From an optimization exercise on the open Yosys and OpenROAD flow, aimed at small area and a short achievable clock period; shortcuts taken in it are not production practice. The RTL was checked by simulation tests, not by an equivalence proof against the original design. Power is estimated from default activity; no workload was simulated.

== run A ==
Design udp_bridge_top, start of the top module:
module udp_bridge_top
(
  input  logic                   i_clk_axi,
  input  logic                   i_rst_axi,
  input  logic                   i_csr_wr,
  input  logic                   i_csr_rd,
  input  logic [3-1:0] i_csr_addr,
  input  logic [32-1:0] i_csr_wdata,
  output logic [32-1:0] o_csr_rdata,
  input  logic                   i_out_wr,
  input  logic [8-1:0] i_out_data,
  output logic                   o_out_full,
  input  logic                   i_in_rd,
  output logic [8-1:0] o_in_data,
  output logic                   o_in_last,
  output logic                   o_in_empty,
  output logic                   o_tx_valid,
  output logic [8-1:0] o_tx_data,
  output logic                   o_tx_last,
  input  logic                   i_tx_credit,
  input  logic                   i_rx_valid,
  input  logic [8-1:0] i_rx_data,
  input  logic                   i_rx_last,
  output logic                   o_rx_credit,
  output logic                   o_pkt_sent,
  output logic                   o_pkt_recv
);
clock: 6.0 ns
lec_check: 0
cap_margin: 20
core_margin: 2
core_utilization: 60
setup_slack_margin: 3.85
slew_margin: 20
standard.sh (not shown) runs the stock make flow with config.mk's settings and CLKGATE_MAP_FILE= SYNTH_SCRIPT=/design/flow/synth_recipe.tcl, a recipe that flattens the netlist after the stock synthesis.
==> flow/flow/run.sh <==
#!/bin/bash
# Own flow: the standard layout (standard.sh) with two changes: the port buffers start
# as buf_2 instead of the resizer's default pick, and clock tree synthesis adds no dummy
# loads. The whole make output goes to standard.log; ORFS keeps each step's log under orfs/logs.
set -uo pipefail
bash standard.sh \
  "BUFFER_PORTS_ARGS=-buffer_cell sky130_fd_sc_hd__buf_2" \
  "CTS_ARGS=-sink_clustering_enable -repair_clock_nets -sink_clustering_size 24 -sink_clustering_max_diameter 60 -dont_use_dummy_load" \
  finish > standard.log 2>&1
--- input diff run A..run B ---
# run A
export LEC_CHECK = 0
export CAP_MARGIN = 20
export CORE_MARGIN = 2
export CORE_UTILIZATION = 60
export SETUP_SLACK_MARGIN = 3.85
export SLEW_MARGIN = 20
create_clock -name core_clock -period 6.0 [get_ports {i_clk_axi}]
# run B
export LEC_CHECK = 0
export CAP_MARGIN = 20
export CORE_MARGIN = 2
export CORE_UTILIZATION = 60
export SETUP_SLACK_MARGIN = 3.7
export SLEW_MARGIN = 20
create_clock -name core_clock -period 6.0 [get_ports {i_clk_axi}]
### Flow results
In the tables for run A and run B, overall track demand over capacity in global routing reads higher with run A. The worst reg-to-reg setup slack in run B was higher than what run A gave. From run A to run B the numbers moved as follows: cell count now sits lower; clock transition at the registers of the reported paths now sits at about the same level. Between run A and run B, the worst-case vdd ir drop is higher for run A. Compared with run A, run B shows a higher detailed-router iteration count before antenna repair. Run A: flow completed, timing, DRC and antenna clean. Run B reached the end of the flow, and the finished layout is clean on the timing, design-rule and antenna checks. Relative to run A, layout overhead on the synthesized area has decreased by 6.1 points in run B.
## Diff of input files: run C against run B
# run B
export LEC_CHECK = 0
export CAP_MARGIN = 20
export CORE_MARGIN = 2
export CORE_UTILIZATION = 60
export SETUP_SLACK_MARGIN = 3.7
export SLEW_MARGIN = 20
create_clock -name core_clock -period 6.0 [get_ports {i_clk_axi}]
# run C
export LEC_CHECK = 0
export CAP_MARGIN = 20
export CORE_MARGIN = 2
export CORE_UTILIZATION = 60
export SETUP_SLACK_MARGIN = 3.9
export SLEW_MARGIN = 20
create_clock -name core_clock -period 6.0 [get_ports {i_clk_axi}]
[summary]
- met1 routed wirelength after detailed routing grows slightly when moving from run B to run C.
- Cmp run C vs run B: worst hold slack higher in run C
- Diff run B -> run C: worst setup slack saw an increase; net switching fraction of the power did not really move; number of optimization iterations in the first detailed-route pass lower; first-pass GRT wire length shows an increase of 3.8%.
Input changes introduced in run D (baseline for comparison: run C):
# run C
export LEC_CHECK = 0
export CAP_MARGIN = 20
export CORE_MARGIN = 2
export CORE_UTILIZATION = 60
export SETUP_SLACK_MARGIN = 3.9
export SLEW_MARGIN = 20
create_clock -name core_clock -period 6.0 [get_ports {i_clk_axi}]
# run D
export LEC_CHECK = 0
export CAP_MARGIN = 20
export CORE_MARGIN = 2
export CORE_UTILIZATION = 60
export SETUP_SLACK_MARGIN = 3.6
export SLEW_MARGIN = 20
create_clock -name core_clock -period 6.0 [get_ports {i_clk_axi}]
Notes after the runs:
- First-pass GRT wire length went down by a few percent going from run C to run D.
- Run D was carried through to the last stage, and its layout satisfied the timing, design-rule and antenna checks.
- Looking at critical path depth, run D sits 5 below run C.
- Register-to-register slack: higher on run C

========
Setup of before:
Another version of the RTL of udp_bridge_top (not shown whole).
Size in the first run: ~1800 cells after synthesis, about 550 flip-flops, about 120 I/O pins, ~22000 um2 of cells after synthesis.
export LEC_CHECK = 0
export CAP_MARGIN = 20
export CORE_MARGIN = 2
export CORE_UTILIZATION = 70
export SETUP_SLACK_MARGIN = 3.6
export SLEW_MARGIN = 20
create_clock -name core_clock -period 6.0 [get_ports {i_clk_axi}]
Scripts as last shown in full above: flow/flow/run.sh
before went all the way through the flow, and no timing, DRC or antenna check failed.
The following lists how after was set up differently from before:
Settings: swapping 70 for 60 in CORE_UTILIZATION.
Findings:
Number of antenna violations at the first check in global routing for after: 1 up relative to before
As far as number of cells on the worst reg-to-reg path goes, after and before are indistinguishable; the numbers are identical.
Against before, after comes in about 2.8% higher on number of clock buffers in the layout.
after vs before — combinational power dropped slightly
The total length of routed met3 wires number comes out higher for before vs after.
after improves on before in wire length of the first global-routing pass.
Taking before as the reference point, the number of nets in the layout of after falls by about 0.55%.

========
Another version of the RTL of udp_bridge_top (not shown whole).
Size in the first run: about 1,800 cells after synthesis, roughly 120 I/O pins.
export LEC_CHECK = 0
export CAP_MARGIN = 20
export CORE_MARGIN = 2
export CORE_UTILIZATION = 40
export SETUP_SLACK_MARGIN = 3.6
export SLEW_MARGIN = 20
create_clock -name core_clock -period 6.0 [get_ports {i_clk_axi}]
run.sh (not shown) runs the stock make flow with config.mk's settings and CLKGATE_MAP_FILE= SYNTH_SCRIPT=/design/flow/synth_recipe.tcl, a recipe that flattens the netlist after the stock synthesis.
Stock flow here: none of the scripts above is used.
Change:
--- a/flow/config.mk
+++ b/flow/config.mk
@@ -11 +11 @@
-export SETUP_SLACK_MARGIN = 3.6
+export SETUP_SLACK_MARGIN = 3.9
Outcome: Synthesized cell count is unchanged; non-clock buffer count rose by 86; critical path depth stays the same; area after synthesis does not change; routed wire length climbs by about 7%; clock power rises by about 5%; die area stays the same.

-- static timing again, ports no longer ideal --
Ports are ideal in the flow. The routed layouts listed here were re-timed in OpenROAD. Step 1, drivers: a clkbuf_16 drives i_clk_axi and a buf_2 each remaining input, both assumed. Step 2 also shifts input and output timing later by t, the mid clock arrival at the registers, as if the neighbouring blocks saw the same clock. Slacks: ideal ports / drivers / drivers and shift; pairs: ideal ports / drivers.
run | t, ns | setup WS [ns] | hold slack, ns | worst setup path after step 2
run A | 0.586 | 3.647 / 3.647 / 3.249 | 0.419 / 0.419 / 0.419 | input to register
run B | 0.605 | 3.700 / 3.665 / 3.127 | 0.409 / 0.409 / 0.409 | input to register
run C | 0.596 | 3.731 / 3.692 / 3.274 | 0.414 / 0.414 / 0.414 | input to register
run D | 0.588 | 3.582 / 3.609 / 3.027 | 0.425 / 0.425 / 0.425 | input to register
before | 0.573 | 3.597 / 3.575 / 3.048 | 0.412 / 0.412 / 0.412 | input to register
after | 0.604 | 3.628 / 3.586 / 3.085 | 0.421 / 0.421 / 0.421 | input to register
the first run of note 3 | 0.681 | 3.564 / 3.554 / 2.873 | 0.425 / 0.425 / 0.425 | input to register
the second run of note 3 | 0.671 | 3.612 / 3.579 / 2.923 | 0.442 / 0.442 / 0.442 | input to register
After both steps setup and hold are still met in every run listed. For the first run of note 3, which loses most, drivers alone change the setup slack by -0.010 ns; drivers and shift together by -0.691 ns.
